Source: an optimization exercise on an open RTL-to-GDS flow (aim: small area, a short achievable clock period and few clock cycles per item). Production flows keep margins and buffers that such runs may drop.
Where RTL was checked, it was by simulation tests only, not by an equivalence proof against the original.
Power figures rest on the tool's default switching activity, not on a simulated workload.

// apply_front
module apply_front (
	input logic clk,
	input logic reset,
	input logic in_valid,
	output logic in_ready,
	input logic [3-1:0] in_id,
	input logic in_negate,
	input logic [1:0] in_op,
	input logic [16-1:0] in_f,
	input logic [16-1:0] in_g,
	output logic var_req_valid,
	input logic var_req_ready,
	output logic [16-2:0] var_req_node,
	input logic var_resp_valid,
	input logic [8-1:0] var_resp_var,
	input logic cfg_write,
	input logic [8-1:0] cfg_address,
	input logic [32-1:0] cfg_wdata,
	output logic out_valid,
	input logic out_ready,
	output logic [3-1:0] out_id,
	output logic out_negate,
	output logic [1:0] out_op,
	output logic [16-1:0] out_f,
	output logic [16-1:0] out_g,
	output logic out_hit,
	output logic [16-1:0] out_result,
	output logic [8-1:0] out_top,
	output logic out_fetch_f,
	output logic out_fetch_g,
	output logic out_quantify
);
	logic hit;
	logic [1:0] rsel;
	logic swap;
	logic need_f;
	logic need_g;
	logic shared;
	logic [8-1:0] qvar;
	logic qbit;
	terminal_check terminal_check_i (
		.op(in_op), .f(in_f), .g(in_g),
		.hit(hit), .rsel(rsel), .swap(swap),
		.need_f(need_f), .need_g(need_g), .shared(shared)
	);
	var_fetch_ctrl var_fetch_ctrl_i (
		.clk(clk), .reset(reset),
		.in_valid(in_valid), .in_ready(in_ready),
		.in_id(in_id), .in_negate(in_negate), .in_op(in_op), .in_f(in_f), .in_g(in_g),
		.in_hit(hit), .in_rsel(rsel), .in_swap(swap),
		.in_need_f(need_f), .in_need_g(need_g), .in_shared(shared),
  ...
Size in the first run: roughly 2200 cells after synthesis, roughly 600 flip-flops, about 180 I/O pins, about 26000 um^2 of cells after synthesis.
==> flow/config.mk <==
export PLATFORM = sky130hd
export DESIGN_NAME = apply_front
export DESIGN_NICKNAME = apply_front
export VERILOG_FILES = /design/flow/design.v
export SDC_FILE = /design/flow/constraint.sdc
export NUM_CORES = 4
export LEC_CHECK = 0
export CAP_MARGIN = 20
export CORE_MARGIN = 2
export CORE_UTILIZATION = 40
export CTS_BUF_LIST = sky130_fd_sc_hd__clkbuf_8
export SETUP_SLACK_MARGIN = 3.15
export SLEW_MARGIN = 20
==> flow/constraint.sdc <==
create_clock -name core_clock -period 5.5 [get_ports {clk}]
set_input_delay 1.1000 -clock core_clock [delete_from_list [all_inputs] [get_ports {clk}]]
set_output_delay 1.1000 -clock core_clock [all_outputs]
set_load 0.01 [all_outputs]
run.sh (not shown) runs the stock make flow with config.mk's settings and CLKGATE_MAP_FILE= SYNTH_SCRIPT=/design/flow/synth_recipe.tcl, a recipe that flattens the netlist after the stock synthesis.
Testbench counts at the start, summed over its fixed seeds: cycles 9,753, items 4,000.
Edit:
--- a/flow/design.v
+++ b/flow/design.v
@@ -97,19 +97,19 @@
 			end
 		greater = gt[0];
 	end
 	assign swap = !exist && greater;  
 	assign need_f = exist || (f_nz && g_nz);
 	assign need_g = !exist && !shared;
 endmodule
 `timescale 1ns/1ps
 module var_fetch_ctrl #(
-	parameter int PW = 2  
+	parameter int N = 5  
 )
 (
 	input logic clk,
 	input logic reset,
 	input logic in_valid,
 	output logic in_ready,
 	input logic [3-1:0] in_id,
 	input logic in_negate,
 	input logic [1:0] in_op,
@@ -136,19 +136,20 @@
 	output logic [16-1:0] out_f,
 	output logic [16-1:0] out_g,
 	output logic out_hit,
 	output logic [16-1:0] out_result,
 	output logic [8-1:0] out_top,
 	output logic out_fetch_f,
 	output logic out_fetch_g,
 	output logic out_quantify
 );
-	localparam int N = 1 << PW;
+	localparam int PW = $clog2(N);
+	localparam logic [PW-1:0] LAST = PW'(N - 1);
 	localparam int IW = 16;
 	localparam int VW = 8;
 	logic [N-1:0][3-1:0] e_id;
 	logic [N-1:0] e_negate;
 	logic [N-1:0][1:0] e_op;
 	logic [N-1:0][IW-1:0] e_f;  
 	logic [N-1:0][IW-1:0] e_g;
 	logic [N-1:0] e_hit;
 	logic [N-1:0][1:0] e_rsel;
@@ -164,34 +165,36 @@
 	logic [N-1:0] e_wg;
 	localparam logic [1:0] K_G = 2'd0;  
 	localparam logic [1:0] K_F_MORE = 2'd1;  
 	localparam logic [1:0] K_F = 2'd2;  
 	localparam logic [1:0] K_F_SHARED = 2'd3;  
 	logic [PW:0] wp;  
 	logic [PW:0] ip;  
 	logic [PW:0] rp;  
 	logic [PW:0] wp_next;
+	logic [PW:0] wp_inc;
+	logic [PW:0] ip_inc;
+	logic [PW:0] rp_inc;
 	logic [PW:0] rp_next;
 	logic alloc;
 	logic [PW-1:0] wi;
 	logic [PW-1:0] ii;
 	logic [PW-1:0] ri;
 	logic g_valid;
 	logic g_pf;
 	logic g_pg;
 	logic g_avail;
 	logic g_load;
 	logic rq_open;
 	logic [IW-2:0] g_node;
 	logic i_adv;
 	logic in_pf;
 	logic in_pg;
-	logic h_adv;
 	logic [PW-1:0] ti;
 	logic t_found;
 	logic [1:0] t_kind;
 	logic second;  
 	logic [VW-1:0] first_var;  
 	logic le;
 	logic ge;
 	logic is_none;
 	logic [VW-1:0] f_top;
@@ -201,43 +204,47 @@
 	logic rr_upd;  
 	logic [PW-1:0] rr_ti;
 	logic r_done;
 	logic o_load;
 	logic o_q;
 	assign wi = wp[PW-1:0];
 	assign ii = ip[PW-1:0];
 	assign ri = rp[PW-1:0];
 	assign alloc = in_valid && in_ready;
-	assign wp_next = wp + alloc;
-	assign rp_next = rp + o_load;
+	assign wp_inc = (wi == LAST) ? {!wp[PW], {PW{1'b0}}} : wp + 1'b1;
+	assign ip_inc = (ii == LAST) ? {!ip[PW], {PW{1'b0}}} : ip + 1'b1;
+	assign rp_inc = (ri == LAST) ? {!rp[PW], {PW{1'b0}}} : rp + 1'b1;
+	assign wp_next = alloc ? wp_inc : wp;
+	assign rp_next = o_load ? rp_inc : rp;
 	assign in_pf = !in_hit && in_need_f;
 	assign in_pg = !in_hit && in_need_g;
 	assign rq_open = !mem_req_valid || mem_req_ready;
 	assign g_valid = (ip != wp);
 	assign g_pf = e_pf[ii];
 	assign g_pg = e_pg[ii];
 	assign g_avail = g_valid && (g_pf || g_pg);
 	assign g_load = g_avail && rq_open;
 	assign g_node = (g_pf ^ e_swap[ii]) ? e_f[ii][IW-1:1] : e_g[ii][IW-1:1];
 	assign i_adv = g_valid && (!(g_pf || g_pg) || (g_load && !(g_pf && g_pg)));
-	assign h_adv = alloc && !g_valid && !(in_pf || in_pg);
 	always_comb
 	begin
-		logic [PW-1:0] k;
+		logic [PW:0] k;
 		t_found = 1'b0;
 		ti = ri;
 		for (int j = 0; j < N; j++)
 		begin
-			k = ri + PW'(j);
-			if (!t_found && (e_wf[k] || e_wg[k]))
+			k = ri + j;
+			if (k >= N)
+				k = k - N;
+			if (!t_found && (e_wf[k[PW-1:0]] || e_wg[k[PW-1:0]]))
 			begin
 				t_found = 1'b1;
-				ti = k;
+				ti = k[PW-1:0];
 			end
 		end
 	end
 	assign t_kind = !e_wf[ti] ? K_G : (e_pg[ti] || e_wg[ti]) ? K_F_MORE :
 		e_shared[ti] ? K_F_SHARED : K_F;
 	assign le = (mem_resp_var <= first_var);
 	assign ge = (first_var <= mem_resp_var);
 	assign is_none = (mem_resp_var == {8{1'b1}});
 	always_comb
@@ -279,33 +286,33 @@
 		end
 		else
 		begin
 			rr_upd <= mem_resp_valid && f_upd;
 			if (mem_resp_valid)
 				second <= (t_kind == K_F_MORE);
 			wp <= wp_next;
 			rp <= rp_next;
 			in_ready <= !((wp_next[PW] != rp_next[PW]) && (wp_next[PW-1:0] == rp_next[PW-1:0]));
-			if (i_adv || h_adv)
-				ip <= ip + 1'b1;
+			if (i_adv)
+				ip <= ip_inc;
 			if (rq_open)
 				mem_req_valid <= g_avail;
 			if (o_load)
 				out_valid <= 1'b1;
 			else if (out_ready)
 				out_valid <= 1'b0;
 		end
 	end
 	always_ff @(posedge clk)
 	begin
 		for (int i = 0; i < N; i++)
 		begin
-			if (alloc && wi == i)
+			if (in_ready && wi == i)
 			begin
 				e_id[i] <= in_id;
 				e_negate[i] <= in_negate;
 				e_op[i] <= in_op;
 				e_f[i] <= in_f;
 				e_g[i] <= in_g;
 				e_hit[i] <= in_hit;
 				e_rsel[i] <= in_rsel;
 				e_swap[i] <= in_swap;
What happened:
- The changed run completed without violations
- cell area grows by 20%
- synthesized area grows by 15%
- sequential power grows by 11%
- via count grows by 25%
- sequential cell count grows by 62
- setup slack got worse by 1500 ps
- die area grows by 15%
- maximum frequency shrinks by 38%
- register-to-register slack got worse by 1600 ps
- global-route usage grows by 2.3 points
- routed wire length grows by 33%
- combinational power grows by 90%
Only the layout flow was run in the second run of this note; the RTL was not checked for function there.

## separate check: timing with driven ports
The results above use ideal ports. As a check the final layouts listed here were re-extracted and re-timed, cells and wires unchanged. Step 1 assumes that a clkbuf_16 drives the clock port and a buf_2 every other input. Step 2 moves the port delays by t, midway between the first and last clock arrival at a register: inputs arrive t later, outputs are due t later. That takes back most of the time a late clock gives input paths. a / b / c = ideal ports / drivers / drivers and shift; a / b = the first two.
| run | t, ns | setup WS [ns] | clock arrival spread, ns | worst slew at a driven data input, ns | cell pins on the clock port's net |
|---|---|---|---|---|---|
| the first run | 0.756 | 3.036 / 3.019 / 2.266 | 0.042 / 0.043 | 0.16 | 1 |
| the second run | 0.779 | 1.543 / 1.543 / 1.543 | 0.072 / 0.073 | 0.24 | 1 |
After both steps setup and hold are still met in every run listed. The setup slack of the first run, which loses most, moves by -0.017 ns with the drivers and by -0.770 ns with both steps.
